This design comes from an exercise in tuning for small area on the open sky130 flow, not from production work.
Function was checked by simulation only, so behaviour that the tests miss may differ from the original.
The clock port is modelled as an ideal driver; clocking choices that lean on that would not hold on a real chip.
No activity file was given, so power comes from the tool's default toggle rates.

### design/flow/design.v
`default_nettype none
package noc_pkg;
    parameter int data_w = 8;
    parameter int pkt_elems = 4;
    typedef enum logic [1:0] {
        mode_pass = 2'b00,
        mode_pad1 = 2'b01,
        mode_pad2 = 2'b10
    } op_mode_t;
endpackage
`default_nettype wire
`default_nettype none
module noc_aoi222 (
    input  logic [2:0] s,
    input  logic [2:0] d,
    output logic       y_n
);
    assign y_n = ~|(s & d);
endmodule
`default_nettype wire
`default_nettype none
module noc_top #(
    parameter  int rows       = 4,
    parameter  int cols       = 6,
    parameter  int line_elems = 16,
    localparam int num_lines  = rows + cols - 1
) (
    input  logic                  clk,
    input  logic                  rst_n,
    input  logic                  start_conv,
    input  logic [1:0]            mode_in,
    input  logic [num_lines*line_elems*noc_pkg::data_w-1:0] ifmap_data_in,
    input  logic [rows*cols-1:0]  pe_full,
    input  logic                  conv_complete,
    output logic [num_lines-1:0]  bus_valid,
    output logic [noc_pkg::pkt_elems*noc_pkg::data_w-1:0] bus_data,
    output logic                  free_ifmap_buffer,
    output logic                  busy
);
    localparam int dw     = noc_pkg::data_w;
    localparam int pe     = noc_pkg::pkt_elems;
    localparam int groups = line_elems / pe;
    logic       busy_q;
    logic       idle_q;
    logic       load_q;
    logic [3:0] line_q;
    logic [1:0] group_q;
    logic       load;
    logic       stream;
    logic       advance;
    logic       last;
    logic       keep;
    assign load   = start_conv & ~busy_q;
    assign keep   = ~start_conv | ~idle_q;
    assign stream = busy_q & ~load_q;
    assign busy   = busy_q;
    logic [num_lines-1:0] diag_full;
    always_comb begin
        diag_full = '0;
        for (int r = 0; r < rows; r++)
            for (int c = 0; c < cols; c++)
                diag_full[r + c] = diag_full[r + c] | pe_full[r * cols + c];
    end
    logic [num_lines-1:0] line_oh;
    always_comb
        for (int d = 0; d < num_lines; d++) line_oh[d] = (line_q == 4'(d));
    assign bus_valid = stream ? (line_oh & ~diag_full) : '0;
    assign advance   = |bus_valid;
    assign last      = line_oh[num_lines-1] & (group_q == 2'(groups - 1));
    always_ff @(posedge clk or negedge rst_n) begin
        if (!rst_n) begin
            busy_q  <= 1'b0;
            load_q  <= 1'b0;
            line_q  <= '0;
            group_q <= '0;
        end else begin
            load_q <= load;
            if (load)
                busy_q <= 1'b1;
            else if (advance && last)
                busy_q <= 1'b0;
            if (advance) begin
                if (line_oh[num_lines-1]) begin
                    line_q  <= '0;
                    group_q <= group_q + 2'd1;
                end else begin
                    line_q  <= line_q + 4'd1;
                end
            end
        end
    end
    always_ff @(posedge clk or negedge rst_n) begin
        if (!rst_n)
            idle_q <= 1'b1;
        else if (start_conv && idle_q)
            idle_q <= 1'b0;
        else if (advance && last)
            idle_q <= 1'b1;
    end
    always_ff @(posedge clk or negedge rst_n) begin
        if (!rst_n) free_ifmap_buffer <= 1'b0;
        else        free_ifmap_buffer <= conv_complete;
    end
    localparam int slots = num_lines * groups;
    localparam int pw    = pe * dw;
    logic [slots-1:0][pw-1:0] ring_q;
    logic [slots-1:0][pw-1:0] ring_d;
    logic [slots-1:0][pw-1:0] ring_in;
    logic       inv_q;
    logic       s1_q;
    logic       s2_q;
    logic       hold;
    assign hold = ~load & ~advance;
    always_comb
        for (int l = 0; l < num_lines; l++)
            for (int g = 0; g < groups; g++)
                ring_in[g * num_lines + l] = ifmap_data_in[(l * line_elems + g * pe) * dw +: pw];
    for (genvar p = 0; p < slots; p++) begin : g_slot
        for (genvar b = 0; b < pw; b++) begin : g_bit
            noc_aoi222 u_cell (
                .s   ({load, advance, hold}),
                .d   ({ring_in[p][b], ring_q[(p + 1) % slots][b], ring_q[p][b]}),
                .y_n (ring_d[p][b])
            );
        end
    end
    always_ff @(posedge clk) begin
        ring_q <= ring_d;
        inv_q  <= load | ~inv_q;
        if (load) begin
            s1_q <= (mode_in == 2'd1);
            s2_q <= (mode_in == 2'd2);
        end
    end
    logic gfirst;
    assign gfirst = (group_q == 2'd0);
    logic line_pad;
    always_comb begin
        line_pad = (s1_q && line_oh[0]) || (s2_q && (line_oh[0] || line_oh[1]));
        for (int i = 0; i < pe; i++) begin
            logic [dw-1:0] b;
            logic          elem_pad;
            if (s2_q)
                b = (i < 2) ? ring_q[slots - num_lines - 2][(i + 2) * dw +: dw]
                            : ring_q[slots - 2][(i - 2) * dw +: dw];
            else if (s1_q)
                b = (i < 1) ? ring_q[slots - num_lines - 1][(i + 3) * dw +: dw]
                            : ring_q[slots - 1][(i - 1) * dw +: dw];
            else
                b = ring_q[0][i * dw +: dw];
            elem_pad = gfirst && ((i < 1 && s1_q) || (i < 2 && s2_q));
            bus_data[i * dw +: dw] = (line_pad || elem_pad) ? '0 : (b ^ {dw{inv_q}});
        end
    end
endmodule
`default_nettype wire
### design/flow/flow/run.sh
#!/bin/bash
# Standard layout with two changes: the port buffers are the smallest buffer
# cell, and clock tree synthesis uses smaller clock buffers without dummy loads.
set -euo pipefail
export BUFFER_PORTS_ARGS="-buffer_cell sky130_fd_sc_hd__buf_1"
export CTS_ARGS="-sink_clustering_enable -repair_clock_nets -dont_use_dummy_load -buf_list {sky130_fd_sc_hd__clkbuf_4 sky130_fd_sc_hd__clkbuf_8}"
bash standard.sh "BUFFER_PORTS_ARGS=$BUFFER_PORTS_ARGS" "CTS_ARGS=$CTS_ARGS" finish > make_finish.log 2>&1
### design/flow/standard.sh
#!/bin/bash
# synth_recipe.tcl (not shown) runs the flow's synth.tcl, then flattens the netlist and writes it again
# the make line also repeats each setting of config.mk as NAME=value (left out here)
make -C /OpenROAD-flow-scripts/flow DESIGN_CONFIG=/design/flow/config.mk WORK_HOME=/design/flow/orfs CLKGATE_MAP_FILE= SYNTH_SCRIPT=/design/flow/synth_recipe.tcl "${@:-finish}"
### design/flow/config.mk
export PLATFORM = sky130hd
export DESIGN_NAME = noc_top
export DESIGN_NICKNAME = noc_top
export VERILOG_FILES = /design/flow/design.v
export SDC_FILE = /design/flow/constraint.sdc
export NUM_CORES = 4
export LEC_CHECK = 0
export CAP_MARGIN = 20
export CORE_MARGIN = 2
export CORE_UTILIZATION = 55
export PLACE_DENSITY = 0.7
export SLEW_MARGIN = 20
export SYNTH_HIERARCHICAL = 1
export SYNTH_MINIMUM_KEEP_SIZE = 0
### design/flow/constraint.sdc
create_clock -name core_clock -period 7.0 [get_ports {clk}]
set_input_delay 1.4000 -clock core_clock [delete_from_list [all_inputs] [get_ports {clk}]]
set_output_delay 1.4000 -clock core_clock [all_outputs]
set_load 0.01 [all_outputs]
==> run notes, run 1 <==
* number of enable-type register cells in the synthesized netlist: 2
* Netlist Area Pre-Place: 36510 sq um
* Starting Density: 0.5553
* synthesized-area fraction occupied by adder cells: 0.002056
* vertical die dimension: 261.6 um
* syn_area_per_cell: 14.22 sq um
* fraction of synthesis flops using an asynchronous set or reset pin: 0.007732
* cells after synthesis: 2567
* post-synthesis share of cell area spent on xor and xnor gates: 0.009836
* Tool Error: [ERROR PPL-0024] Number of IO pins (1225) exceeds maximum number of available positions (944). Increase the die perimeter from 1046.54um to 1666.00um.
* width of the die: 261.6 um
* post-synthesis compound-gate area fraction: 0.3232
* most instantiated flip-flop cell in the synthesis netlist: dfxtp_1
* stage at which the run stopped: 3_2_place_iop
* count of different cell masters after synthesis: 32
* dominant combinational cell family by area after synthesis: compound AO/OA/AOI/OAI gates
* run status: aborted with a tool error
* post-synthesis register bit count: 1164
* yosys warns: 7
* simple-gate area share of the yosys netlist: 0.01244
* multiplexer fraction of the synthesized cell area: 0.009459
* synthesized netlist net count: 3755
* sequential-to-total area share from yosys stat: 0.6401
* std cell rows: 94
Yosys stat by module (local to each module, per instance):
module      copies in the design  cell area [sq um]  flip-flops and latches  cells inside
noc_top                        1              24980                    1164          1415
noc_aoi222                  1152              10.01                       0             1
synth_stat cells (2+ instances only):
cell | instances | area [sq um]
dfxtp_1 | 1153 | 23080
a222oi_1 | 1152 | 11530
nor2_1 | 48 | 180.2
mux2i_1 | 33 | 330.3
nand2_1 | 31 | 116.4
o21ai_0 | 30 | 150.1
xnor2_1 | 25 | 219.0
xor2_1 | 16 | 140.1
buf_2 | 11 | 55.05
a21oi_1 | 9 | 45.04
dfrtp_1 | 9 | 225.2
clkbuf_1 | 7 | 26.28
ha_1 | 6 | 75.07
inv_1 | 6 | 22.52
nand2b_1 | 6 | 37.54
nor4_1 | 5 | 31.28
nor2b_1 | 4 | 25.02
edfxtp_1 | 2 | 60.06
logic make-up after synthesis:
logic type               after synthesis
XOR/XNOR                              41
multiplexers                          34
adder cells (fa/ha/maj)                6
flip-flops                          1164
AND/OR/NAND/NOR                      100
buffers and inverters                 25
AO/OA/AOI/OAI                       1197
==> run 2: changes to the inputs <==
--- a/design/flow/design.v
+++ b/design/flow/design.v
@@ -132,24 +132,37 @@
             s2_q <= (mode_in == 2'd2);
         end
     end
-    logic gfirst;
-    assign gfirst = (group_q == 2'd0);
-    logic line_pad;
-    always_comb begin
-        line_pad = (s1_q && line_oh[0]) || (s2_q && (line_oh[0] || line_oh[1]));
-        for (int i = 0; i < pe; i++) begin
-            logic [dw-1:0] b;
-            logic          elem_pad;
-            if (s2_q)
-                b = (i < 2) ? ring_q[slots - num_lines - 2][(i + 2) * dw +: dw]
-                            : ring_q[slots - 2][(i - 2) * dw +: dw];
-            else if (s1_q)
-                b = (i < 1) ? ring_q[slots - num_lines - 1][(i + 3) * dw +: dw]
-                            : ring_q[slots - 1][(i - 1) * dw +: dw];
-            else
-                b = ring_q[0][i * dw +: dw];
-            elem_pad = gfirst && ((i < 1 && s1_q) || (i < 2 && s2_q));
-            bus_data[i * dw +: dw] = (line_pad || elem_pad) ? '0 : (b ^ {dw{inv_q}});
+    logic       gfirst;
+    logic [2:0] line_ok;
+    assign gfirst  = (group_q == 2'd0);
+    assign line_ok = {~(line_oh[0] | line_oh[1]), ~line_oh[0], 1'b1};
+    for (genvar i = 0; i < pe; i++) begin : g_out
+        logic [2:0] take;
+        logic       inv_b;
+        assign take[0] = ~s1_q & ~s2_q;
+        assign take[1] = s1_q & line_ok[1] & ~(gfirst && i < 1);
+        assign take[2] = s2_q & line_ok[2] & ~(gfirst && i < 2);
+        assign inv_b   = inv_q & (|take);
+        for (genvar b = 0; b < dw; b++) begin : g_bit
+            logic [2:0] src;
+            logic       y_n;
+            assign src[0] = ring_q[0][i * dw + b];
+            if (i < 1) begin : g_s1_prev
+                assign src[1] = ring_q[slots - num_lines - 1][(i + 3) * dw + b];
+            end else begin : g_s1_cur
+                assign src[1] = ring_q[slots - 1][(i - 1) * dw + b];
+            end
+            if (i < 2) begin : g_s2_prev
+                assign src[2] = ring_q[slots - num_lines - 2][(i + 2) * dw + b];
+            end else begin : g_s2_cur
+                assign src[2] = ring_q[slots - 2][(i - 2) * dw + b];
+            end
+            noc_aoi222 u_mux (
+                .s   (take),
+                .d   (src),
+                .y_n (y_n)
+            );
+            assign bus_data[i * dw + b] = ~(y_n ^ inv_b);
         end
     end
 endmodule
==> design/flow/flow/run.sh (replaced) <==
#!/bin/bash
# Standard layout with two changes: the port buffers are the smallest buffer
# cell, and clock tree synthesis uses one mid-size clock buffer in clusters of
# at most 18 sinks, without dummy loads.
set -euo pipefail
export BUFFER_PORTS_ARGS="-buffer_cell sky130_fd_sc_hd__buf_1"
export CTS_ARGS="-sink_clustering_enable -repair_clock_nets -dont_use_dummy_load -buf_list {sky130_fd_sc_hd__clkbuf_8} -sink_clustering_size 18 -sink_clustering_max_diameter 50"
bash standard.sh "BUFFER_PORTS_ARGS=$BUFFER_PORTS_ARGS" "CTS_ARGS=$CTS_ARGS" finish > make_finish.log 2>&1
--- a/design/flow/config.mk
+++ b/design/flow/config.mk
@@ -6,9 +6,9 @@
 export NUM_CORES = 4
 export LEC_CHECK = 0
 export CAP_MARGIN = 20
-export CORE_MARGIN = 2
-export CORE_UTILIZATION = 55
-export PLACE_DENSITY = 0.7
+export CORE_AREA = 10 10 420 420
+export DIE_AREA = 0 0 430 430
+export PLACE_DENSITY = 0.6
 export SLEW_MARGIN = 20
 export SYNTH_HIERARCHICAL = 1
 export SYNTH_MINIMUM_KEEP_SIZE = 0
==> run 2 against run 1 <==
Effect of this change:
- now clean on timing, DRC and antenna
- synthesized cell count decreased by 4.3%
- area after synthesis decreased by 1.2%
==> run notes, run 2 <==
* Max rail drop VDD: 185.6 uV
* highest fanout seen on the critical path: 24
* RSZ-0062 raised after global routing: false
* area share of the largest cell type after synthesis: 0.6400, +0.007765
* Total Nets Final: 5039
* via density per instance: 5.772
* std cell rows: 150, +60%
* root buffer selected by CTS: clkbuf_8
* wire length of the first global-routing pass: 254300 um
* number of buffers inserted by port buffering: 1224
* crit start category: register
* FF-to-FF Start: line_q[0]$_DFFE_PN0P_
* share of cells above drive strength 1: 0.05014
* largest register by flop count: ring_q
* yosys warns: 7, unchanged
* pwr dens: 288.7 nW/um^2
* clock latency reported for the late side of the worst-skew pair: 0.85 ns
* Area Overhead vs Synth: 27.14%
* detailed-route via count: 35.21k
* number of design-rule violations left by the first detailed-router iteration: 10.22k
* fraction of power consumed by the clock network: 0.272
* IO Pins: 1225
* Die ar.: 184900 sq um
* Regs by FF count: ring_q x1152, line_q x4, group_q x2
* post-synthesis register bit count: 1164, unchanged
* PnR worst setup slack: 1.674 ns
* Max Transition Viols Final: 0
* synth top area cells: dfxtp_1 64%, a222oi_1 33%, xor2_1 0.78%, dfrtp_1 0.62%, ha_1 0.21%
* final setup violation count: 0
* WP data arrival: 3.93 ns
* remaining number of nets flagged by the antenna check after routing: 0
* sequential-to-total area share from yosys stat: 0.6479, +0.007861
* Starting Density: 0.2157, -0.3396
* class of the most critical setup path: reg -> out
* synthesized netlist net count: 3644, -3.0%
* type of the tightest min-delay check: reg -> reg
* combinational fraction of design power: 0.097
* most common cell in the synthesized netlist: a222oi_1
* Slew headroom: 0.2365
* routed length per placed instance: 31.24 um
* cells after synthesis: 2456, -4.3%
* final cycle utilization of the critical path: 0.7609
* post-layout minimum cycle time: 5.326 ns
* launching instance or port of the critical path: line_q[0]$_DFFE_PN0P_
* fraction of synthesis flops using an asynchronous set or reset pin: 0.007732, unchanged
* Filler cells: 17.73k
* number of hold-slack violations in the final timing report: 0
* most common cell after layout, fill and taps aside: buf_1
* switching power as a share of total power: 0.2605
* kind of capture point of the worst setup path: primary output
* vertical die dimension: 430 um, +64%
* via count of the first global-routing pass: 32.65k
* Total GRT Usage: 0.1890
* Routability Congestion: 0.9227
* worst reg-to-reg path cell count: 9
* leading cell types in the layout, fill and taps excluded: 1224 x buf_1, 1184 x a222oi_1, 1153 x dfxtp_1
* clock-pin transition on the worst setup and hold timing paths: 0.10 ns
* Setup crit end: bus_data[18]
* static leakage: 15.18 nW
* setup total negative slack: 0 ns
* TritonCTS clock tree: yes
* number of enable-type register cells in the synthesized netlist: 2, unchanged
* Psw: 3.449 mW
* flip-flop count of the largest register after layout: 1152
* Max Clock Freq: 187.7 MHz
* aggregate global routing overflow: 0
* number of DRC violations after detailed routing: 0
* setup bufs post-CTS: 0
* area leader, netlist: dfxtp_1
* number of clock sinks: 1164
* pin count of the biggest net entering global routing: 224
* ranking of synthesized cells by instance count: 1184 x a222oi_1, 1153 x dfxtp_1, 32 x xor2_1, 14 x nor2_1, 9 x dfrtp_1
* transition at the pin with the smallest max-transition slack: 1.139 ns
* endpoint of the most critical register-to-register path: ring_q[971]$_DFF_P_
* clk_skew: 0.1055 ns
* worst reg2reg setup slack: 2.82 ns
* Core Region: 167200 sq um
* count of cells resized by post-cts repair: 0
* TritonCTS Buffers: 110
* share of power burned in registers: 0.631
* MaxCap Viol Count: 0
* count of different cell masters after synthesis: 41, +28%
* smallest hold slack: 0.3598 ns
* hold buffer count at CTS: 0
* width of the die: 430 um, +64%
* run status: timing/DRC/antenna clean
* Netlist Area Pre-Place: 36060 sq um, -1.2%
* dpl ws: 2.201 ns
* Max Root-Sink Buffers: 3
* initial antenna violation count: 97
* number of levels the H-tree was split into: 3
* first-pass iteration count of the detailed router: 13
* most instantiated flip-flop cell in the synthesis netlist: dfxtp_1
* HPWL after detailed placement: 147800 um
* syn_area_per_cell: 14.68 sq um, +3.3%
* overall routed net length: 190500 um
* required time at the endpoint of the critical path: 5.60 ns
* cell internal power dissipation: 9.791 mW
-- run 2: critical path, cell delays in order (launching register included) --
cell,delay [ns]
dfrtp_1,0.43
inv_1,0.14
ha_1,0.27
nand2b_4,0.08
o21ai_0,0.50
clkinv_1,0.14
buf_4,0.31
a222oi_1,0.74
xor2_1,0.29
buf_1,0.20
-- run 2: routing by layer --
metal  part of all wire  track usage
met5             0.0017            0
met4              0.028      0.06288
met3               0.11      0.06122
met2               0.47       0.3052
met1               0.39       0.2365
-- run 2: area by class of cell --
cell class,count,area [sq um],area share
flip-flops and latches,1164,23370,0.5096
multi-input cells,1282,12670,0.2764
repair buffers,1285,5388,0.1175
well taps,2204,2758,0.06014
clock buffers,110,1514,0.03302
diodes,46,115.1,0.002510
inverters,8,37.54,0.0008186
-- run 2: logic make-up after synthesis --
family / count (synthesis) / share of synthesized area
compound gates: 1198 / 0.3320
flops: 1164 / 0.6479
simple gates: 41 / 0.007216
xor+xnor: 33 / 0.008014
buf+inv: 10 / 0.001457
fa+ha+maj: 6 / 0.002082
mux: 4 / 0.001284
-- run 2: worst min-delay path by stage --
stage                             start                   to  cells past startpoint
floorplan            ring_q[32]$_DFF_P_    ring_q[0]$_DFF_P_                      1
global placement    ring_q[676]$_DFF_P_  ring_q[644]$_DFF_P_                      1
detailed placement  ring_q[369]$_DFF_P_  ring_q[337]$_DFF_P_                      1
CTS                 ring_q[719]$_DFF_P_  ring_q[687]$_DFF_P_                      1
global route        ring_q[766]$_DFF_P_  ring_q[734]$_DFF_P_                      1
finish              ring_q[719]$_DFF_P_  ring_q[687]$_DFF_P_                      1
-- run 2: power by group through the flow --
stage / registers [mW] / logic [mW] / clock network, mW
after floorplan: 8.23 / 0.847 / 0
after global placement: 8.45 / 1.23 / 0
after detailed placement: 8.47 / 1.28 / 0
after CTS: 8.33 / 1.29 / 3.72
after global routing: 8.42 / 1.40 / 3.95
final: 8.35 / 1.28 / 3.61
-- run 2: metrics by stage --
step | power (mW) | instance area, sq um | util | std cells
detailed placement | 9.754 | 44220 | 0.2645 | 5943
global placement | 9.685 | 44200 | 0.2643 | 5941
finish | 13.24 | 45850 | 0.2742 | 6099
CTS | 13.33 | 45740 | 0.2735 | 6053
global route | 13.77 | 45830 | 0.2741 | 6090
floorplan | 9.080 | 36070 | - | 2456
-- run 2: Yosys stat by module (local to each module, per instance) --
module | flip-flops and latches | cell area, sq um | times used
noc_top | 1164 | 24210 | 1
noc_aoi222 | 0 | 10.01 | 1184
==> run 3: changes to the inputs <==
==> design/flow/flow/run.sh (replaced) <==
#!/bin/bash
# Standard layout with three changes: the port buffers are the smallest buffer
# cell; clock tree synthesis uses one mid-size clock buffer in clusters of at
# most 18 sinks, without dummy loads; and the placement and routing steps buffer
# any net with more than 64 loads.
set -euo pipefail
F="$PWD/flow/fanout.tcl"
export PRE_GLOBAL_PLACE_TCL="$F" PRE_RESIZE_TCL="$F" PRE_CTS_TCL="$F" PRE_GLOBAL_ROUTE_TCL="$F"
export BUFFER_PORTS_ARGS="-buffer_cell sky130_fd_sc_hd__buf_1"
export CTS_ARGS="-sink_clustering_enable -repair_clock_nets -dont_use_dummy_load -buf_list {sky130_fd_sc_hd__clkbuf_8} -sink_clustering_size 18 -sink_clustering_max_diameter 50"
bash standard.sh "BUFFER_PORTS_ARGS=$BUFFER_PORTS_ARGS" "CTS_ARGS=$CTS_ARGS" finish > make_finish.log 2>&1
==> design/flow/flow/fanout.tcl (new file) <==
# Keeps repair_design from leaving nets of hundreds of pins.
set_max_fanout 64 [current_design]
==> run 3 against run 2 <==
Effect of this change:
- still clean
- via count up 1.9%
- worst setup slack worse by 0.0029 ns
- sequential cell count unchanged
- first-iteration DRC count down 6.6%
- hold slack worse by 0.0044 ns
- combinational power about the same
- largest cell class unchanged
- largest power group unchanged
- highest routed layer unchanged
==> run notes, run 3 <==
* IO Pins: 1225, unchanged
* Critical-path top delay cell: xor2_1
* post-synthesis register bit count: 1164, unchanged
* post-synthesis compound-gate area fraction: 0.3320, unchanged
* Finished Core Util: 0.2748, +0.0006130
* synth top area cells: dfxtp_1 64%, a222oi_1 33%, xor2_1 0.78%, dfrtp_1 0.62%, ha_1 0.21%
* crit start category: register
* Slew headroom: 0.3236, +0.08704
* worst reg2reg setup slack: 3.09 ns, +0.27 ns
* post-route design area: 45960 sq um, +0.22%
* Regs by FF count: ring_q x1152, line_q x4, group_q x2
* via density per instance: 5.841, +1.2%
* pin count of the biggest net entering global routing: 65, -71%
* Total Nets Final: 5074, +0.69%
* static leakage: 15.31 nW, +0.83%
* Starting Density: 0.2157, unchanged
* transition at the pin with the smallest max-transition slack: 1.015 ns, -0.1243 ns
* most common cell in the synthesized netlist: a222oi_1
* most instantiated flip-flop cell in the synthesis netlist: dfxtp_1
* final non-filler cell total: 6144, +0.74%
* Max Transition Viols Final: 0, unchanged
* initial antenna violation count: 110, +13%
* routed length per placed instance: 31.12 um, -0.36%
* WP data arrival: 3.93 ns, about the same
* aggregate global routing overflow: 0, unchanged
* Die ar.: 184900 sq um, unchanged
* origin of the worst min-delay path: ring_q[938]$_DFF_P_
* vertical die dimension: 430 um, unchanged
* type of the tightest min-delay check: reg -> reg
* number of hold-slack violations in the final timing report: 0, unchanged
* clock latency reported for the late side of the worst-skew pair: 0.90 ns, +0.05 ns
* Max rail drop VDD: 187.6 uV, +1.1%
* synthesized-area fraction occupied by adder cells: 0.002082, unchanged
* wire length of the first global-routing pass: 255500 um, +0.47%
* largest register by flop count: ring_q
* setup bufs post-CTS: 0, unchanged
* cell area after placement: 44280 sq um, +0.11%
* number of buffers inserted by port buffering: 1224, unchanged
* pwr dens: 288.4 nW/um^2, -0.10%
* first-pass iteration count of the detailed router: 12, -1
* area share of the largest cell type after synthesis: 0.6400, unchanged
* FF-to-FF Start: line_q[0]$_DFFE_PN0P_
* clk_skew: 0.1286 ns, +0.02312 ns
* Placed Instances: 5976, +0.56%
* simple-gate area share of the yosys netlist: 0.007216, unchanged
* area leader, netlist: dfxtp_1
* switching power as a share of total power: 0.2598, -0.0006383
* worst stage delay on the critical path: 0.45 ns, -0.29 ns
* number of DRC violations after detailed routing: 0, unchanged
* Max Clock Freq: 187.6 MHz, about the same
* synthesized netlist net count: 3644, unchanged
* share of power burned in registers: 0.626, -0.005
* final cycle utilization of the critical path: 0.7613, about the same
* cell internal power dissipation: 9.812 mW, +0.21%
* width of the die: 430 um, unchanged
* cells after synthesis: 2456, unchanged
* remaining number of nets flagged by the antenna check after routing: 0, unchanged
* TritonCTS Buffers: 112, +1.8%
* cell count of the worst hold path: 1, unchanged
* post-synthesis share of cell area spent on xor and xnor gates: 0.008014, unchanged
* sequential-to-total area share from yosys stat: 0.6479, unchanged
* std cell rows: 150, unchanged
* Filler cells: 17.72k, -0.034%
* Core Region: 167200 sq um, unchanged
* HPWL after detailed placement: 150800 um, +2.0%
* run status: timing/DRC/antenna clean
* Netlist Area Pre-Place: 36060 sq um, unchanged
* number of design-rule violations left by the first detailed-router iteration: 9548, -6.6%
* combinational fraction of design power: 0.099, +0.002
* count of cells resized by post-cts repair: 0, unchanged
* RSZ-0062 raised after global routing: false
* Critical Path, Cell by Cell: inv_1 -> ha_1 -> nor2_1 -> o31ai_2 -> inv_1 -> buf_4 -> o21ai_4 -> buf_4 -> xor2_1 -> buf_1
* post-layout minimum cycle time: 5.329 ns, +0.002870 ns
* launching instance or port of the critical path: line_q[0]$_DFFE_PN0P_
* Psw: 3.445 mW, -0.13%
* required time at the endpoint of the critical path: 5.60 ns, about the same
* number of clock sinks: 1164, unchanged
* leading cell types in the layout, fill and taps excluded: 1224 x buf_1, 1184 x a222oi_1, 1153 x dfxtp_1
* syn_area_per_cell: 14.68 sq um, unchanged
* final setup violation count: 0, unchanged
* highest fanout seen on the critical path: 17, -29%
* overall routed net length: 191200 um, +0.37%
* MaxCap Viol Count: 0, unchanged
* number of enable-type register cells in the synthesized netlist: 2, unchanged
* share of cells above drive strength 1: 0.05793, +0.007787
* Area Overhead vs Synth: 27.43%
* Total GRT Usage: 0.1901, +0.001076
* Routability Congestion: 0.9362, +1.5%
* setup total negative slack: 0 ns, unchanged
* clock-pin transition on the worst setup and hold timing paths: 0.09 ns, about the same
* detailed-route via count: 35.89k, +1.9%
* flip-flop count of the largest register after layout: 1152, unchanged
* via count of the first global-routing pass: 32.71k, +0.18%
* count of different cell masters after synthesis: 41, unchanged
* multiplexer fraction of the synthesized cell area: 0.001284, unchanged
* class of the most critical setup path: reg -> out
* hold buffer count at CTS: 0, unchanged
* fraction of synthesis flops using an asynchronous set or reset pin: 0.007732, unchanged
* yosys warns: 7, unchanged
* kind of capture point of the worst setup path: primary output
* dominant combinational cell family by area after synthesis: compound AO/OA/AOI/OAI gates
* ranking of synthesized cells by instance count: 1184 x a222oi_1, 1153 x dfxtp_1, 32 x xor2_1, 14 x nor2_1, 9 x dfrtp_1
* most common cell after layout, fill and taps aside: buf_1
* worst reg-to-reg path cell count: 10, +1
* fraction of power consumed by the clock network: 0.275, +0.003
* TritonCTS clock tree: yes
## run 3: cell counts after synthesis
Identical to the previous run, type by type.
## run 3: final cells by class
type                    count  area, sq um  share of cell area
flip-flops and latches   1164        23370              0.5085
repair buffers           1318         5450              0.1186
clock buffers             112         1541             0.03354
inverters                   8        30.03           0.0006534
multi-input cells        1282        12670              0.2757
diodes                     56        140.1            0.003049
well taps                2204         2758             0.06001
## run 3: metrics by stage
step	setup WS [ns]	hold slack [ns]	total power [mW]
6_report	1.671	0.3554	13.26
5_1_grt	1.477	0.3899	13.77
4_1_cts	1.556	0.3652	13.36
3_5_place_dp	2.322	0.4253	9.739
3_3_place_gp	2.365	0.4191	9.673
2_1_floorplan	-171.96	0.4157	9.080
## run 3: logic make-up (layout without fill, tap and decap cells)
group / Yosys count / in the layout
and+or+nand+nor: 41 / 41
buffers and inverters: 10 / 1438
xor gates and xnor gates: 33 / 33
adders and majority gates: 6 / 6
AOI/OAI and AO/OA: 1198 / 1198
DFF: 1164 / 1164
other: 0 / 56
muxes: 4 / 4
## run 3: power groups by stage
stage	combinational (mW)	clock [mW]	sequential [mW]
2_1_floorplan	0.847	0	8.23
3_3_place_gp	1.26	0	8.41
3_5_place_dp	1.31	0	8.42
4_1_cts	1.32	3.76	8.28
5_1_grt	1.43	3.95	8.38
6_report	1.31	3.64	8.30
## run 3: modules after synthesis (local to each module, per instance)
module / copies in the design / cells / flops+latches
noc_top: 1 / 1272 / 1164
noc_aoi222: 1184 / 1 / 0
## run 3: worst max-delay path: cells and delay by family (launching register included)
kind	cells	cell delay [ns]
flops	1	0.43
compound gates	2	0.61
fa+ha+maj	1	0.28
xor+xnor	1	0.45
buf+inv	5	1.14
simple gates	1	0.09
## run 3: routing by layer
metal / track usage / wire length, um
met2: 0.3011 / 89250
met1: 0.2419 / 73710
met5: 0 / 372
met4: 0.07415 / 6155
met3: 0.05584 / 21740
## run 3: worst paths after layout
check | end
worst max-delay path | bus_data[30]
worst min-delay path | ring_q[906]$_DFF_P_
worst max register to register | ring_q[807]$_DFF_P_
worst min register to register | ring_q[906]$_DFF_P_
max in group asynchronous | line_q[2]$_DFFE_PN0P_
min in group asynchronous | free_ifmap_buffer$_DFF_PN0_
==> run 4: changes to the inputs <==
--- a/design/flow/design.v
+++ b/design/flow/design.v
@@ -41,7 +41,6 @@
     localparam int pe     = noc_pkg::pkt_elems;
     localparam int groups = line_elems / pe;
     logic       busy_q;
-    logic       idle_q;
     logic       load_q;
     logic [3:0] line_q;
     logic [1:0] group_q;
@@ -49,9 +48,7 @@
     logic       stream;
     logic       advance;
     logic       last;
-    logic       keep;
     assign load   = start_conv & ~busy_q;
-    assign keep   = ~start_conv | ~idle_q;
     assign stream = busy_q & ~load_q;
     assign busy   = busy_q;
     logic [num_lines-1:0] diag_full;
@@ -88,14 +85,6 @@
                 end
             end
         end
-    end
-    always_ff @(posedge clk or negedge rst_n) begin
-        if (!rst_n)
-            idle_q <= 1'b1;
-        else if (start_conv && idle_q)
-            idle_q <= 1'b0;
-        else if (advance && last)
-            idle_q <= 1'b1;
     end
     always_ff @(posedge clk or negedge rst_n) begin
         if (!rst_n) free_ifmap_buffer <= 1'b0;
==> design/flow/flow/run.sh (replaced) <==
#!/bin/bash
# Standard layout with three changes: the port buffers are the smallest buffer
# cell; clock tree synthesis uses one mid-size clock buffer in clusters of at
# most 16 sinks, without dummy loads; and the placement and routing steps buffer
# any net with more than 64 loads.
set -euo pipefail
F="$PWD/flow/fanout.tcl"
export PRE_GLOBAL_PLACE_TCL="$F" PRE_RESIZE_TCL="$F" PRE_CTS_TCL="$F" PRE_GLOBAL_ROUTE_TCL="$F"
export BUFFER_PORTS_ARGS="-buffer_cell sky130_fd_sc_hd__buf_1"
export CTS_ARGS="-sink_clustering_enable -repair_clock_nets -dont_use_dummy_load -buf_list {sky130_fd_sc_hd__clkbuf_8} -sink_clustering_size 16 -sink_clustering_max_diameter 80"
bash standard.sh "BUFFER_PORTS_ARGS=$BUFFER_PORTS_ARGS" "CTS_ARGS=$CTS_ARGS" finish > make_finish.log 2>&1
==> run 4 against run 3 <==
Effect of this change:
- still clean
- hold slack gained 0.020 ns
- critical path depth did not move
- clock power fell by 9.3%
- non-clock buffer count did not move
- die area unchanged
- critical path type unchanged
- largest cell class unchanged
==> run notes, run 4 <==
* first-pass iteration count of the detailed router: 12, unchanged
* RSZ-0062 raised after global routing: false
* class of the most critical setup path: reg -> out
* HPWL after detailed placement: 150800 um, unchanged
* synthesized netlist net count: 3644, unchanged
* via density per instance: 5.797, -0.76%
* overall routed net length: 190900 um, -0.20%
* Max Clock Freq: 190.1 MHz, +1.3%
* yosys warns: 7, unchanged
* TritonCTS Buffers: 89, -21%
* type of the tightest min-delay check: reg -> reg
* most instantiated flip-flop cell in the synthesis netlist: dfxtp_1
* Die ar.: 184900 sq um, unchanged
* post-synthesis share of cell area spent on xor and xnor gates: 0.008014, unchanged
* final cycle utilization of the critical path: 0.7513, -0.01004
* fraction of synthesis flops using an asynchronous set or reset pin: 0.007732, unchanged
* Core Region: 167200 sq um, unchanged
* crit start category: register
* clock latency reported for the late side of the worst-skew pair: 0.83 ns, -0.07 ns
* kind of capture point of the worst setup path: primary output
* share of cells above drive strength 1: 0.05232, -0.005612
* Total Nets Final: 5051, -0.45%
* IO Pins: 1225, unchanged
* MaxCap Viol Count: 0, unchanged
* pin count of the biggest net entering global routing: 65, unchanged
* syn_area_per_cell: 14.68 sq um, unchanged
* post-synthesis compound-gate area fraction: 0.3320, unchanged
* static leakage: 15.14 nW, -1.1%
* final setup violation count: 0, unchanged
* post-layout minimum cycle time: 5.259 ns, -0.07029 ns
* number of hold-slack violations in the final timing report: 0, unchanged
* Max rail drop VDD: 163.5 uV, -13%
* leading cell types in the layout, fill and taps excluded: 1224 x buf_1, 1184 x a222oi_1, 1153 x dfxtp_1
* Slew headroom: 0.3446, +0.02102
* wire length of the first global-routing pass: 254800 um, -0.30%
* TritonCTS clock tree: yes
* Routability Congestion: 0.9362, unchanged
* Max Transition Viols Final: 0, unchanged
* Area Overhead vs Synth: 26.61%
* PnR worst setup slack: 1.741 ns, +0.07029 ns
* multiplexer fraction of the synthesized cell area: 0.001284, unchanged
* most common cell in the synthesized netlist: a222oi_1
* number of design-rule violations left by the first detailed-router iteration: 9509, -0.41%
* vertical die dimension: 430 um, unchanged
* setup bufs post-CTS: 0, unchanged
* flip-flop count of the largest register after layout: 1152, unchanged
* most common cell after layout, fill and taps aside: buf_1
* clk_skew: 0.06905 ns, -0.05953 ns
* routed length per placed instance: 31.14 um, about the same
* number of DRC violations after detailed routing: 0, unchanged
* dominant combinational cell family by area after synthesis: compound AO/OA/AOI/OAI gates
* number of buffers inserted by port buffering: 1224, unchanged
* post-synthesis register bit count: 1164, unchanged
* std cell rows: 150, unchanged
* largest register by flop count: ring_q
* transition at the pin with the smallest max-transition slack: 0.9821 ns, -0.03258 ns
* cells after synthesis: 2456, unchanged
* aggregate global routing overflow: 0, unchanged
* area leader, netlist: dfxtp_1
* highest fanout seen on the critical path: 18, +1
* Filler cells: 17.70k, -0.090%
* count of different cell masters after synthesis: 41, unchanged
* smallest hold slack: 0.3753 ns, +0.01991 ns
* width of the die: 430 um, unchanged
* Netlist Area Pre-Place: 36060 sq um, unchanged
* initial antenna violation count: 121, +10%
* dpl ws: 2.322 ns, unchanged
* number of enable-type register cells in the synthesized netlist: 2, unchanged
* run status: timing/DRC/antenna clean
* Starting Density: 0.2157, unchanged
* ranking of synthesized cells by instance count: 1184 x a222oi_1, 1153 x dfxtp_1, 32 x xor2_1, 14 x nor2_1, 9 x dfrtp_1
* required time at the endpoint of the critical path: 5.60 ns, about the same
* via count of the first global-routing pass: 32.48k, -0.69%
* Regs by FF count: ring_q x1152, line_q x4, group_q x2
* synth top area cells: dfxtp_1 64%, a222oi_1 33%, xor2_1 0.78%, dfrtp_1 0.62%, ha_1 0.21%
* detailed-route via count: 35.53k, -1.0%
* setup total negative slack: 0 ns, unchanged
* synthesized-area fraction occupied by adder cells: 0.002082, unchanged
* clock-pin transition on the worst setup and hold timing paths: 0.10 ns, about the same
* pwr dens: 282.8 nW/um^2, -2.0%
* hold buffer count at CTS: 0, unchanged
* count of cells resized by post-cts repair: 0, unchanged
* simple-gate area share of the yosys netlist: 0.007216, unchanged
* WP data arrival: 3.86 ns, -0.07 ns
* Placed Instances: 5976, unchanged
* Total GRT Usage: 0.1896, -0.0005009
* remaining number of nets flagged by the antenna check after routing: 0, unchanged
* number of clock sinks: 1164, unchanged
* area share of the largest cell type after synthesis: 0.6400, unchanged
* final non-filler cell total: 6129, -0.24%
* sequential-to-total area share from yosys stat: 0.6479, unchanged
-- run 4: report_power, final --
| group | total (mW) | internal, mW | switching, mW |
|---|---|---|---|
| sequential | 8.30 | 7.55 | 0.746 |
| combinational | 1.31 | 0.849 | 0.464 |
| clock | 3.30 | 1.14 | 2.17 |
| total | 12.9 | 9.54 | 3.38 |
-- run 4: layout make-up --
cell class,count,area (sq um),area share
diodes,64,160.2,0.003508
clock buffers,89,1225,0.02683
inverters,8,30.03,0.0006577
multi-input cells,1282,12670,0.2775
flip-flops and latches,1164,23370,0.5118
well taps,2204,2758,0.06040
repair buffers,1318,5450,0.1194
-- run 4: kinds of logic (layout without fill, tap and decap cells) --
group / after synthesis / count (layout)
xor+xnor: 33 / 33
buf+inv: 10 / 1415
other cells: 0 / 64
fa+ha+maj: 6 / 6
mux: 4 / 4
simple gates: 41 / 41
flops: 1164 / 1164
compound gates: 1198 / 1198
-- run 4: path summary, 6_finish.rpt --
check | start | end | slack (ns) | cells after the start
worst max-delay path | line_q[0]$_DFFE_PN0P_ | bus_data[30] | 1.74 | 10
worst min-delay path | ring_q[623]$_DFF_P_ | ring_q[591]$_DFF_P_ | 0.38 | 1
worst max register to register | line_q[0]$_DFFE_PN0P_ | ring_q[1055]$_DFF_P_ | 3.12 | 10
worst min register to register | ring_q[623]$_DFF_P_ | ring_q[591]$_DFF_P_ | 0.38 | 1
max in group asynchronous | rst_n | line_q[1]$_DFFE_PN0P_ | 5.74 | 1
min in group asynchronous | rst_n | line_q[2]$_DFFE_PN0P_ | 0.68 | 1
-- run 4: Yosys stat by module (local to each module, per instance) --
module / flops+latches / cell area [sq um] / copies in the design
noc_top: 1164 / 24210 / 1
noc_aoi222: 0 / 10.01 / 1184
-- run 4: routing by layer --
metal	GRT usage	up-vias	part of all wire	routed length (um)
li1	-	15150	-	-
met1	0.2400	17900	0.39	74510
met2	0.2995	2155	0.47	90050
met3	0.06188	269	0.11	21040
met4	0.06902	56	0.026	4896
met5	0	-	0.0019	354
-- run 4: worst max-delay path, cell delays in order, from the launching register on --
cell and delay, ns:
dfrtp_1 0.44, inv_1 0.14, ha_1 0.28, nor2_1 0.09, o31ai_2 0.41, inv_1 0.08
buf_4 0.27, o21ai_4 0.18, buf_4 0.42, xor2_1 0.44, buf_1 0.21
-- run 4: metrics by stage --
| step | total power, mW | cell area, sq um | utilization |
|---|---|---|---|
| floorplan | 9.080 | 36070 | - |
| global placement | 9.673 | 44280 | 0.2648 |
| detailed placement | 9.739 | 44280 | 0.2648 |
| global route | 13.42 | 45610 | 0.2728 |
| finish | 12.91 | 45660 | 0.2730 |
| CTS | 13.01 | 45500 | 0.2721 |
==> run 5: changes to the inputs <==
--- a/design/flow/config.mk
+++ b/design/flow/config.mk
@@ -8,7 +8,7 @@
 export CAP_MARGIN = 20
 export CORE_AREA = 10 10 420 420
 export DIE_AREA = 0 0 430 430
-export PLACE_DENSITY = 0.6
+export PLACE_DENSITY = 0.75
 export SLEW_MARGIN = 20
 export SYNTH_HIERARCHICAL = 1
 export SYNTH_MINIMUM_KEEP_SIZE = 0
==> run 5 against run 4 <==
Effect of this change:
- still clean on timing, DRC and antenna
- global-route usage rose by 1.8 points
- clock-buffer cell count grew 5
- final cell count grew 0.20%
- cell area is 0.37% higher
- fmax down 6.0%
- utilization rose by 0.10 points
- synthesized cell count stayed put
- worst setup slack worse by 0.34 ns
- combinational power increased by 5%
- first-iteration DRC count is 11% higher
- hold slack gained 0.016 ns
- sequential cell count stayed put
- critical endpoint is now bus_data[23]
- largest cell class unchanged
- largest power group unchanged
- highest routed layer unchanged
==> run notes, run 5 <==
* final setup violation count: 0, unchanged
* pin count of the biggest net entering global routing: 65, unchanged
* static leakage: 15.23 nW, +0.60%
* HPWL after detailed placement: 166100 um, +10%
* post-route design area: 45830 sq um, +0.37%
* switching power as a share of total power: 0.2683, +0.006899
* hold buffer count at CTS: 0, unchanged
* via count of the first global-routing pass: 33.27k, +2.4%
* share of power burned in registers: 0.635, -0.008
* width of the die: 430 um, unchanged
* share of cells above drive strength 1: 0.05599, +0.003667
* clock-pin transition on the worst setup and hold timing paths: 0.11 ns, about the same
* number of buffers inserted by port buffering: 1224, unchanged
* Max Transition Viols Final: 0, unchanged
* required time at the endpoint of the critical path: 5.60 ns, about the same
* cell internal power dissipation: 9.599 mW, +0.66%
* RSZ-0062 raised after global routing: false
* fraction of power consumed by the clock network: 0.260, +0.004
* most instantiated flip-flop cell in the synthesis netlist: dfxtp_1
* sequential-to-total area share from yosys stat: 0.6479, unchanged
* area used by multi-input combinational logic: 12680 sq um, about the same
* TritonCTS Buffers: 94, +5.6%
* routed length per placed instance: 33.84 um, +8.7%
* cell count of the worst hold path: 1, unchanged
* MaxCap Viol Count: 0, unchanged
* run status: timing/DRC/antenna clean
* kind of capture point of the worst setup path: primary output
* area leader, netlist: dfxtp_1
* number of design-rule violations left by the first detailed-router iteration: 10.58k, +11%
* ranking of synthesized cells by instance count: 1184 x a222oi_1, 1153 x dfxtp_1, 32 x xor2_1, 14 x nor2_1, 9 x dfrtp_1
* number of hold-slack violations in the final timing report: 0, unchanged
* number of clock sinks: 1164, unchanged
* IO Pins: 1225, unchanged
* overall routed net length: 207800 um, +8.9%
* via density per instance: 5.956, +2.7%
* most common cell in the synthesized netlist: a222oi_1
* class of the most critical setup path: reg -> out
* post-synthesis share of cell area spent on xor and xnor gates: 0.008014, unchanged
* number of enable-type register cells in the synthesized netlist: 2, unchanged
* simple-gate area share of the yosys netlist: 0.007216, unchanged
* Area Overhead vs Synth: 27.07%
* pwr dens: 286.3 nW/um^2, +1.2%
* setup bufs post-CTS: 0, unchanged
* Setup crit end: bus_data[23]
* Max rail drop VDD: 179.1 uV, +9.6%
* wire length of the first global-routing pass: 274400 um, +7.7%
* leading cell types in the layout, fill and taps excluded: 1224 x buf_1, 1184 x a222oi_1, 1153 x dfxtp_1
* vertical die dimension: 430 um, unchanged
* synth top area cells: dfxtp_1 64%, a222oi_1 33%, xor2_1 0.78%, dfrtp_1 0.62%, ha_1 0.21%
* Filler cells: 17.51k, -1.1%
* most common cell after layout, fill and taps aside: buf_1
* aggregate global routing overflow: 0, unchanged
* cell area after placement: 44380 sq um, +0.24%
* type of the tightest min-delay check: reg -> reg
* initial antenna violation count: 100, -17%
* TritonCTS clock tree: yes
* setup total negative slack: 0 ns, unchanged
* clk_skew: 0.1094 ns, +0.04033 ns
* Placed Instances: 5986, +0.17%
* Total Nets Final: 5066, +0.30%
* smallest hold slack: 0.3914 ns, +0.01604 ns
* std cell rows: 150, unchanged
* Slew headroom: 0.3478, +0.003253
* synthesized netlist net count: 3644, unchanged
* number of DRC violations after detailed routing: 0, unchanged
* count of different cell masters after synthesis: 41, unchanged
* area share of the largest cell type after synthesis: 0.6400, unchanged
* flip-flop count of the largest register after layout: 1152, unchanged
* endpoint of the most critical register-to-register path: ring_q[996]$_DFF_P_
* post-synthesis compound-gate area fraction: 0.3320, unchanged
* Netlist Area Pre-Place: 36060 sq um, unchanged
* multiplexer fraction of the synthesized cell area: 0.001284, unchanged
* count of cells resized by post-cts repair: 0, unchanged
* final non-filler cell total: 6141, +0.20%
* Regs by FF count: ring_q x1152, line_q x4, group_q x2
* fraction of synthesis flops using an asynchronous set or reset pin: 0.007732, unchanged
* launching instance or port of the critical path: line_q[0]$_DFFE_PN0P_
* largest register by flop count: ring_q
* FF-to-FF Start: line_q[0]$_DFFE_PN0P_
* Total GRT Usage: 0.2073, +0.01779
* clock latency reported for the late side of the worst-skew pair: 0.87 ns, +0.04 ns
* final cycle utilization of the critical path: 0.7992, +0.04795
* crit start category: register
* Routability Congestion: 1.021, +9.1%
* WP data arrival: 4.19 ns, +0.33 ns
* post-synthesis register bit count: 1164, unchanged
* synthesized-area fraction occupied by adder cells: 0.002082, unchanged
* worst reg2reg setup slack: 2.90 ns, -0.22 ns
* highest fanout seen on the critical path: 17, -1
* Starting Density: 0.2157, unchanged
* transition at the pin with the smallest max-transition slack: 0.9772 ns, -0.004875 ns
* post-layout minimum cycle time: 5.595 ns, +0.3357 ns
* area of all sequential standard cells: 23370 sq um, unchanged
* Core Region: 167200 sq um, unchanged
* first-pass iteration count of the detailed router: 14, +2
* Max Clock Freq: 178.7 MHz, -6.0%
* cells after synthesis: 2456, unchanged
* combinational fraction of design power: 0.105, +0.003
* dominant combinational cell family by area after synthesis: compound AO/OA/AOI/OAI gates
* detailed-route via count: 36.57k, +2.9%
* Die ar.: 184900 sq um, unchanged
* Psw: 3.520 mW, +4.3%
* worst reg-to-reg path cell count: 11, +1
* remaining number of nets flagged by the antenna check after routing: 0, unchanged
* syn_area_per_cell: 14.68 sq um, unchanged
* yosys warns: 7, unchanged
[run 5: area by class of cell]
class,instances,share of cell area
diodes,61,0.003331
clock buffers,94,0.02823
inverters,8,0.0006552
multi-input cells,1282,0.2766
flip-flops and latches,1164,0.5099
well taps,2204,0.06017
repair buffers,1328,0.1211
[run 5: metal layers]
layer,part of all wire,up-vias,global-route usage,wire length (um)
li1,-,15160,-,-
met5,0.00077,-,0,161
met4,0.038,26,0.08514,7893
met3,0.12,387,0.06226,25360
met1,0.38,18340,0.2663,79180
met2,0.46,2659,0.3225,95210
[run 5: logic make-up after synthesis]
group	count (synthesis)
adder cells (fa/ha/maj)	6
multiplexers	4
buffers and inverters	10
XOR/XNOR	33
AO/OA/AOI/OAI	1198
AND/OR/NAND/NOR	41
flip-flops	1164
[run 5: power groups by stage]
stage	Combinational, mW	Sequential [mW]	Clock (mW)
CTS	1.37	8.31	3.50
global route	1.49	8.40	3.71
detailed placement	1.37	8.45	0
finish	1.38	8.33	3.41
floorplan	0.847	8.23	0
global placement	1.32	8.44	0
[run 5: worst min path at each step]
stage,startpoint,to
after floorplan,ring_q[32]$_DFF_P_,ring_q[0]$_DFF_P_
after global placement,ring_q[801]$_DFF_P_,ring_q[769]$_DFF_P_
after detailed placement,ring_q[455]$_DFF_P_,ring_q[423]$_DFF_P_
after CTS,ring_q[338]$_DFF_P_,ring_q[306]$_DFF_P_
after global routing,ring_q[222]$_DFF_P_,ring_q[190]$_DFF_P_
final,ring_q[338]$_DFF_P_,ring_q[306]$_DFF_P_
[run 5: critical path: stages, from the launching register on]
cell and delay, ns:
dfrtp_1 0.42, inv_1 0.14, ha_1 0.32, nor2_1 0.09, o31ai_2 0.49, inv_1 0.09, buf_4 0.26, o21ai_4 0.47
buf_4 0.39, xor2_1 0.37, buf_1 0.26
[run 5: per-stage QoR]
stage                 util  worst slack, ns  total power [mW]
floorplan                -          -171.96             9.080
global placement    0.2654            2.310             9.759
detailed placement  0.2654            2.324             9.819
CTS                 0.2731            1.351             13.18
global route        0.2738            1.228             13.59
finish              0.2741            1.405             13.12
[run 5: modules after synthesis (local to each module, per instance)]
module / times used / area (sq um) / flops+latches / cells inside
noc_aoi222: 1184 / 10.01 / 0 / 1
noc_top: 1 / 24210 / 1164 / 1272
==> run 6: changes to the inputs <==
--- a/design/flow/config.mk
+++ b/design/flow/config.mk
@@ -5,10 +5,10 @@
 export SDC_FILE = /design/flow/constraint.sdc
 export NUM_CORES = 4
 export LEC_CHECK = 0
-export CAP_MARGIN = 20
+export CAP_MARGIN = 10
 export CORE_AREA = 10 10 420 420
 export DIE_AREA = 0 0 430 430
 export PLACE_DENSITY = 0.75
-export SLEW_MARGIN = 20
+export SLEW_MARGIN = 10
 export SYNTH_HIERARCHICAL = 1
 export SYNTH_MINIMUM_KEEP_SIZE = 0
==> run 6 against run 5 <==
Effect of this change:
- area after synthesis did not move
- non-clock buffer count did not move
- sequential cell count did not move
- sequential power barely moved
- utilization barely moved
- first-iteration DRC count rose by 0.28%
- final cell count barely moved
- critical path depth did not move
- fmax rose by 0.51%
- synthesized cell count did not move
- wire length rose by 0.40%
- clock-buffer cell count did not move
==> run notes, run 6 <==
* run status: timing/DRC/antenna clean
* post-synthesis register bit count: 1164, unchanged
* Max Transition Viols Final: 0, unchanged
* overall routed net length: 208600 um, +0.40%
* highest fanout seen on the critical path: 17, unchanged
* Max rail drop VDD: 178.1 uV, -0.51%
* Total Nets Final: 5066, unchanged
* remaining number of nets flagged by the antenna check after routing: 0, unchanged
* fraction of synthesis flops using an asynchronous set or reset pin: 0.007732, unchanged
* setup bufs post-CTS: 0, unchanged
* kind of capture point of the worst setup path: primary output
* most instantiated flip-flop cell in the synthesis netlist: dfxtp_1
* yosys warns: 7, unchanged
* TritonCTS clock tree: yes
* power after layout: 13.11 mW, about the same
* simple-gate area share of the yosys netlist: 0.007216, unchanged
* clock latency reported for the late side of the worst-skew pair: 0.85 ns, -0.02 ns
* pin count of the biggest net entering global routing: 65, unchanged
* count of different cell masters after synthesis: 41, unchanged
* Filler cells: 17.57k, +0.37%
* post-synthesis share of cell area spent on xor and xnor gates: 0.008014, unchanged
* dominant combinational cell family by area after synthesis: compound AO/OA/AOI/OAI gates
* std cell rows: 150, unchanged
* cells after synthesis: 2456, unchanged
* leading cell types in the layout, fill and taps excluded: 1224 x buf_1, 1184 x a222oi_1, 1153 x dfxtp_1
* final non-filler cell total: 6147, +0.098%
* Critical-path top delay cell: o31ai_2
* length of routed met2 wiring: 95930 um, +0.76%
* initial antenna violation count: 97, -3.0%
* pwr dens: 286.1 nW/um^2, about the same
* Total GRT Usage: 0.2078, +0.0004757
* via density per instance: 5.951, about the same
* area share of the largest cell type after synthesis: 0.6400, unchanged
* number of DRC violations after detailed routing: 0, unchanged
* number of buffers inserted by port buffering: 1224, unchanged
* synth top area cells: dfxtp_1 64%, a222oi_1 33%, xor2_1 0.78%, dfrtp_1 0.62%, ha_1 0.21%
* Met1 Wirelength: 79660 um, +0.60%
* Core Region: 167200 sq um, unchanged
* number of enable-type register cells in the synthesized netlist: 2, unchanged
* static leakage: 15.23 nW, about the same
* post-synthesis compound-gate area fraction: 0.3320, unchanged
* most common cell after layout, fill and taps aside: buf_1
* TritonCTS Buffers: 94, unchanged
* ranking of synthesized cells by instance count: 1184 x a222oi_1, 1153 x dfxtp_1, 32 x xor2_1, 14 x nor2_1, 9 x dfrtp_1
* syn_area_per_cell: 14.68 sq um, unchanged
* vertical die dimension: 430 um, unchanged
* required time at the endpoint of the critical path: 5.60 ns, about the same
* Critical Path, Cell by Cell: inv_1 -> ha_1 -> nor2_1 -> o31ai_2 -> inv_1 -> buf_4 -> o21ai_4 -> buf_4 -> xor2_1 -> buf_1
* setup total negative slack: 0 ns, unchanged
* class of the most critical setup path: reg -> out
* via count of the first global-routing pass: 33.38k, +0.33%
* RSZ-0062 raised after global routing: false
* width of the die: 430 um, unchanged
* clock-pin transition on the worst setup and hold timing paths: 0.10 ns, about the same
* Placed Instances: 5986, unchanged
* post-layout minimum cycle time: 5.566 ns, -0.02835 ns
* multiplexer fraction of the synthesized cell area: 0.001284, unchanged
* crit start category: register
* largest register by flop count: ring_q
* MaxCap Viol Count: 0, unchanged
* transition at the pin with the smallest max-transition slack: 1.259 ns, +0.2819 ns
* clk_skew: 0.1133 ns, +0.003963 ns
* final setup violation count: 0, unchanged
* Routability Congestion: 1.021, unchanged
* number of hold-slack violations in the final timing report: 0, unchanged
* detailed-route via count: 36.58k, +0.025%
* Netlist Area Pre-Place: 36060 sq um, unchanged
* share of cells above drive strength 1: 0.05599, unchanged
* Die ar.: 184900 sq um, unchanged
* final cycle utilization of the critical path: 0.7952, -0.004050
* Area Overhead vs Synth: 27.10%, about the same
* most common cell in the synthesized netlist: a222oi_1
* number of clock sinks: 1164, unchanged
* count of cells resized by post-cts repair: 0, unchanged
* Slew headroom: 0.1606, -0.1872
* worst stage delay on the critical path: 0.49 ns, about the same
* routed length per placed instance: 33.94 um, +0.31%
* flip-flop count of the largest register after layout: 1152, unchanged
* IO Pins: 1225, unchanged
* Met3 Wirelength: 25250 um, -0.43%
* WP data arrival: 4.17 ns, -0.02 ns
* wire length of the first global-routing pass: 275200 um, +0.29%
* Highest Signal Layer: met5
* aggregate global routing overflow: 0, unchanged
* sequential-to-total area share from yosys stat: 0.6479, unchanged
* Max Clock Freq: 179.7 MHz, +0.51%
* Regs by FF count: ring_q x1152, line_q x4, group_q x2
* Starting Density: 0.2157, unchanged
* number of design-rule violations left by the first detailed-router iteration: 10.61k, +0.28%
* synthesized-area fraction occupied by adder cells: 0.002082, unchanged
* HPWL after detailed placement: 166600 um, +0.32%
* area leader, netlist: dfxtp_1
* type of the tightest min-delay check: reg -> reg
* first-pass iteration count of the detailed router: 13, -1
* synthesized netlist net count: 3644, unchanged
* hold buffer count at CTS: 0, unchanged
## run 6: cell counts after synthesis
No cell type changed its count.
## run 6: cell type report
class,count,area [sq um],share of cell area
diodes,67,167.7,0.003658
clock buffers,94,1294,0.02823
inverters,8,30.03,0.0006551
multi-input cells,1282,12670,0.2764
flip-flops and latches,1164,23370,0.5098
well taps,2204,2758,0.06016
repair buffers,1328,5550,0.1211
## run 6: power breakdown
part           leakage, nW  switching, mW  internal (mW)  total (mW)
clock                0.676           2.20           1.20        3.39
combinational         4.61          0.533          0.850        1.38
sequential            9.94          0.785           7.55        8.34
## run 6: through the flow
step	worst slack, ns	util	hold slack, ns	cell area [sq um]
3_5_place_dp	2.314	0.2654	0.4254	44380
6_report	1.434	0.2741	0.3791	45840
4_1_cts	1.352	0.2731	0.3781	45670
3_3_place_gp	2.310	0.2654	0.4208	44380
5_1_grt	1.232	0.2739	0.3994	45800
2_1_floorplan	-171.96	-	0.4157	36070
## run 6: cells by family after synthesis
logic type | after synthesis
xor gates and xnor gates | 33
muxes | 4
AOI/OAI and AO/OA | 1198
buffers and inverters | 10
DFF | 1164
adders and majority gates | 6
and+or+nand+nor | 41
## run 6: worst paths after layout
path / startpoint / slack [ns] / cells after the start / end
worst max-delay path: line_q[0]$_DFFE_PN0P_ / 1.43 / 10 / bus_data[23]
worst min-delay path: ring_q[116]$_DFF_P_ / 0.38 / 1 / ring_q[84]$_DFF_P_
worst max register to register: line_q[0]$_DFFE_PN0P_ / 2.94 / 11 / ring_q[1032]$_DFF_P_
worst min register to register: ring_q[116]$_DFF_P_ / 0.38 / 1 / ring_q[84]$_DFF_P_
max in group asynchronous: rst_n / 5.78 / 1 / line_q[2]$_DFFE_PN0P_
min in group asynchronous: rst_n / 0.60 / 1 / free_ifmap_buffer$_DFF_PN0_
## run 6: modules after synthesis (local to each module, per instance)
| module | flops+latches | times used | cells |
|---|---|---|---|
| noc_aoi222 | 0 | 1184 | 1 |
| noc_top | 1164 | 1 | 1272 |
## run 6: metal layers
layer  vias to the layer above  track usage
met5                         -            0
met4                        28      0.08871
met3                       365      0.06250
met2                      2649       0.3221
met1                     18370       0.2665
li1                      15170            -
## run 6: critical path: cells and delay by family, from the launching register on
kind                     cells  cell delay, ns
AND/OR/NAND/NOR              1            0.10
flip-flops                   1            0.43
adder cells (fa/ha/maj)      1            0.32
buffers and inverters        5            1.16
XOR/XNOR                     1            0.33
AO/OA/AOI/OAI                2            0.96
==> run 7: changes to the inputs <==
--- a/design/flow/design.v
+++ b/design/flow/design.v
@@ -16,6 +16,21 @@
     output logic       y_n
 );
     assign y_n = ~|(s & d);
+endmodule
+`default_nettype wire
+`default_nettype none
+module noc_slot_ctl (
+    input  logic load_p,
+    input  logic load_n,
+    input  logic advance_p,
+    input  logic advance_n,
+    output logic load,
+    output logic advance,
+    output logic hold
+);
+    assign load    = ~load_n;
+    assign advance = ~advance_n;
+    assign hold    = ~(load_p | advance_p);
 endmodule
 `default_nettype wire
 `default_nettype none
@@ -98,16 +113,28 @@
     logic       inv_q;
     logic       s1_q;
     logic       s2_q;
-    logic       hold;
-    assign hold = ~load & ~advance;
+    logic       load_n;
+    logic       advance_n;
+    assign load_n    = ~load;
+    assign advance_n = ~advance;
     always_comb
         for (int l = 0; l < num_lines; l++)
             for (int g = 0; g < groups; g++)
                 ring_in[g * num_lines + l] = ifmap_data_in[(l * line_elems + g * pe) * dw +: pw];
     for (genvar p = 0; p < slots; p++) begin : g_slot
+        logic [2:0] sel;
+        noc_slot_ctl u_ctl (
+            .load_p    (load),
+            .load_n    (load_n),
+            .advance_p (advance),
+            .advance_n (advance_n),
+            .load      (sel[2]),
+            .advance   (sel[1]),
+            .hold      (sel[0])
+        );
         for (genvar b = 0; b < pw; b++) begin : g_bit
             noc_aoi222 u_cell (
-                .s   ({load, advance, hold}),
+                .s   (sel),
                 .d   ({ring_in[p][b], ring_q[(p + 1) % slots][b], ring_q[p][b]}),
                 .y_n (ring_d[p][b])
             );
==> design/flow/config.mk (replaced) <==
export PLATFORM = sky130hd
export DESIGN_NAME = noc_top
export DESIGN_NICKNAME = noc_top
export VERILOG_FILES = /design/flow/design.v
export SDC_FILE = /design/flow/constraint.sdc
export NUM_CORES = 4
export LEC_CHECK = 0
export CAP_MARGIN = 20
export CORE_AREA = 10 10 420 420
export DIE_AREA = 0 0 430 430
export PLACE_DENSITY = 0.6
export SLEW_MARGIN = 20
export SYNTH_HIERARCHICAL = 1
export SYNTH_MINIMUM_KEEP_SIZE = 0
==> run 7 against run 6 <==
Effect of this change:
- clock-buffer cell count down 6
- sequential power grew 2%
- sequential cell count unchanged
- register-to-register slack lost 0.39 ns
- cell area rose by 0.38%
- die area stayed put
- final cell count increased by 0.99%
- critical endpoint is now bus_data[18]
- largest power group unchanged
==> run notes, run 7 <==
* TritonCTS Buffers: 88, -6.4%
* vertical die dimension: 430 um, unchanged
* RSZ-0062 raised after global routing: false
* most common cell in the synthesized netlist: a222oi_1
* Area Overhead vs Synth: 26.25%
* largest register by flop count: ring_q
* run status: timing/DRC/antenna clean
* number of hold-slack violations in the final timing report: 0, unchanged
* initial antenna violation count: 104, +7.2%
* pin count of the biggest net entering global routing: 41, -37%
* post-synthesis register bit count: 1164, unchanged
* Max rail drop VDD: 187.8 uV, +5.4%
* required time at the endpoint of the critical path: 5.60 ns, about the same
* HPWL after detailed placement: 182900 um, +9.8%
* Core Region: 167200 sq um, unchanged
* share of power burned in registers: 0.644, +0.008
* pwr dens: 287.4 nW/um^2, +0.47%
* aggregate global routing overflow: 0, unchanged
* std cell rows: 150, unchanged
* setup total negative slack: 0 ns, unchanged
* most crowded layer after global routing: met2
* Filler cells: 17.75k, +1.0%
* MaxCap Viol Count: 0, unchanged
* static leakage: 15.71 nW, +3.1%
* number of clock sinks: 1164, unchanged
* leading cell types in the layout, fill and taps excluded: 1224 x buf_1, 1184 x a222oi_1, 1153 x dfxtp_1
* Total GRT Usage: 0.2341, +0.02624
* Routability Congestion: 0.9870, -3.4%
* count of different cell masters after synthesis: 39, -4.9%
* Netlist Area Pre-Place: 36440 sq um, +1.1%
* ranking of synthesized cells by instance count: 1184 x a222oi_1, 1153 x dfxtp_1, 81 x inv_1, 50 x nor2_1, 32 x xor2_1
* crit start category: register
* synth top area cells: dfxtp_1 63%, a222oi_1 33%, inv_1 0.83%, xor2_1 0.77%, dfrtp_1 0.62%
* syn_area_per_cell: 14.21 sq um, -3.2%
* Regs by FF count: ring_q x1152, line_q x4, group_q x2
* setup bufs post-CTS: 0, unchanged
* synthesized netlist net count: 3752, +3.0%
* final setup violation count: 0, unchanged
* final cycle utilization of the critical path: 0.7758, -0.01940
* most instantiated flip-flop cell in the synthesis netlist: dfxtp_1
* Psw: 3.699 mW, +5.3%
* fraction of synthesis flops using an asynchronous set or reset pin: 0.007732, unchanged
* TritonCTS clock tree: yes
* Starting Density: 0.2179, +0.002275
* number of DRC violations after detailed routing: 0, unchanged
* routed length per placed instance: 37.51 um, +11%
* via count of the first global-routing pass: 36.23k, +8.5%
* number of enable-type register cells in the synthesized netlist: 2, unchanged
* yosys warns: 7, unchanged
* Slew headroom: 0.2297, +0.06906
* kind of capture point of the worst setup path: primary output
* share of cells above drive strength 1: 0.05832, +0.002331
* clk_skew: 0.09222 ns, -0.02112 ns
* Die ar.: 184900 sq um, unchanged
* flip-flop count of the largest register after layout: 1152, unchanged
* Max Transition Viols Final: 0, unchanged
* met2 demand-to-capacity share in global routing: 0.3975, +0.07534
* power after layout: 13.22 mW, +0.85%
* dpl ws: 2.040 ns, -0.2742 ns
* area share of the largest cell type after synthesis: 0.6333, -0.006680
* most common cell after layout, fill and taps aside: buf_1
* width of the die: 430 um, unchanged
* GR Util met1: 0.2652, -0.001327
* fraction of power consumed by the clock network: 0.252, -0.007
* number of design-rule violations left by the first detailed-router iteration: 9962, -6.1%
* transition at the pin with the smallest max-transition slack: 1.154 ns, -0.1049 ns
* area used by multi-input combinational logic: 12880 sq um, +1.7%
* combinational fraction of design power: 0.103, -0.002
* sequential-to-total area share from yosys stat: 0.6412, -0.006762
* number of buffers inserted by port buffering: 1224, unchanged
* Total Nets Final: 5134, +1.3%
* clock-pin transition on the worst setup and hold timing paths: 0.10 ns, about the same
* class of the most critical setup path: reg -> out
* first-pass iteration count of the detailed router: 13, unchanged
* type of the tightest min-delay check: reg -> reg
* PnR worst setup slack: 1.569 ns, +0.1358 ns
* area leader, netlist: dfxtp_1
* overall routed net length: 232900 um, +12%
* post-layout minimum cycle time: 5.431 ns, -0.1358 ns
* clock latency reported for the late side of the worst-skew pair: 0.86 ns, about the same
* met3 Usage GRT: 0.05654, -0.005962
* wire length of the first global-routing pass: 307900 um, +12%
* area of all sequential standard cells: 23370 sq um, unchanged
* detailed-route via count: 37.96k, +3.8%
* cells after synthesis: 2564, +4.4%
* switching power as a share of total power: 0.2798, +0.01179
* worst reg2reg setup slack: 2.55 ns, -0.39 ns
* highest fanout seen on the critical path: 17, unchanged
* WP data arrival: 4.03 ns, -0.14 ns
* Max Clock Freq: 184.1 MHz, +2.5%
* hold buffer count at CTS: 0, unchanged
* IO Pins: 1225, unchanged
* remaining number of nets flagged by the antenna check after routing: 0, unchanged
* cell internal power dissipation: 9.524 mW, -0.77%
* count of cells resized by post-cts repair: 0, unchanged
* via density per instance: 6.114, +2.7%
run 7: cell count changes in the layout (fill, tap and decap cells not counted), sizes merged, moves of 6 or more:
cell,delta
clkinv,+10
nor2,+36
diode,-7
buf,-34
clkbuf,-6
inv,+63
run 7: final cells by class:
type / instances / share of cell area
sequential: 1164 / 0.5078
multi-input combinational: 1317 / 0.2800
timing repair buffer: 1294 / 0.1159
tap: 2204 / 0.05993
clock buffer: 88 / 0.02632
inverter: 81 / 0.006717
antenna: 60 / 0.003263
run 7: final timing paths:
check	to	depth (start not counted)	startpoint
max in group asynchronous	busy_q$_DFFE_PN0P_	1	rst_n
min in group asynchronous	group_q[1]$_DFFE_PN0P_	1	rst_n
worst max register to register	ring_q[622]$_DFF_P_	9	line_q[0]$_DFFE_PN0P_
worst max-delay path	bus_data[18]	8	line_q[0]$_DFFE_PN0P_
worst min register to register	ring_q[922]$_DFF_P_	1	ring_q[954]$_DFF_P_
worst min-delay path	ring_q[922]$_DFF_P_	1	ring_q[954]$_DFF_P_
run 7: through the flow:
step	std cells	utilization	cell area, sq um	hold slack [ns]
global route	6202	0.2751	46000	0.4004
CTS	6145	0.2740	45820	0.3833
floorplan	2564	-	36450	0.4157
finish	6208	0.2752	46010	0.3838
detailed placement	6057	0.2668	44610	0.4262
global placement	6046	0.2650	44320	0.4193
run 7: worst max-delay path: stages (launching register included):
cell and delay (ns):
dfrtp_1 0.42, inv_1 0.13, ha_1 0.25, nor2_1 0.08, o31ai_1 0.43, inv_1 0.47
a222oi_1 1.06, xor2_1 0.22, buf_1 0.19
run 7: per-module statistics from Yosys (local to each module, per instance):
module,cell area [sq um],cells
noc_top,24190,1272
noc_slot_ctl,11.26,3
noc_aoi222,10.01,1
run 7: power by group through the flow:
stage | logic (mW) | clock network, mW | registers, mW
3_3_place_gp | 1.32 | 0 | 8.62
3_5_place_dp | 1.36 | 0 | 8.62
5_1_grt | 1.47 | 3.62 | 8.55
4_1_cts | 1.36 | 3.40 | 8.48
2_1_floorplan | 0.847 | 0 | 8.04
6_report | 1.37 | 3.34 | 8.52
run 7: cell families after synthesis:
logic type	share of synthesized area
compound gates	0.3282
buf+inv	0.008960
flops	0.6412
fa+ha+maj	0.002060
mux	0.001270
xor+xnor	0.007931
simple gates	0.01040
run 7: metal layers:
metal | share of wire | wire length [um] | vias to the layer above
li1 | - | - | 15370
met1 | 0.35 | 80940 | 19120
met2 | 0.49 | 114000 | 2914
met3 | 0.099 | 23130 | 521
met4 | 0.063 | 14630 | 30
met5 | 0.00081 | 189 | -

[static timing again, ports no longer ideal]
No port has a modelled driver above. Below, the same layouts with a new extraction and two added sets of constraints.
Step 1: set_driving_cell puts a clkbuf_16 on clk and a buf_2 on each other input, an assumption about the parent block.
Step 2, shift: input delay + t, output delay - t, t = (earliest + latest rising clock arrival at the registers) / 2. This alone moves slack from input paths to output paths.
Slacks: no drivers / after step 1 / after step 2; pairs: no drivers / after step 1.
run	t (ns)	setup WS [ns]
run 2	0.893	1.674 / 1.597 / 2.049
run 3	0.901	1.671 / 1.596 / 2.294
run 4	0.876	1.741 / 1.671 / 2.303
run 5	0.885	1.405 / 1.334 / 2.163
run 6	0.870	1.434 / 1.360 / 2.230
run 7	0.882	1.569 / 1.486 / 1.458
After both steps every run listed still meets setup and hold.
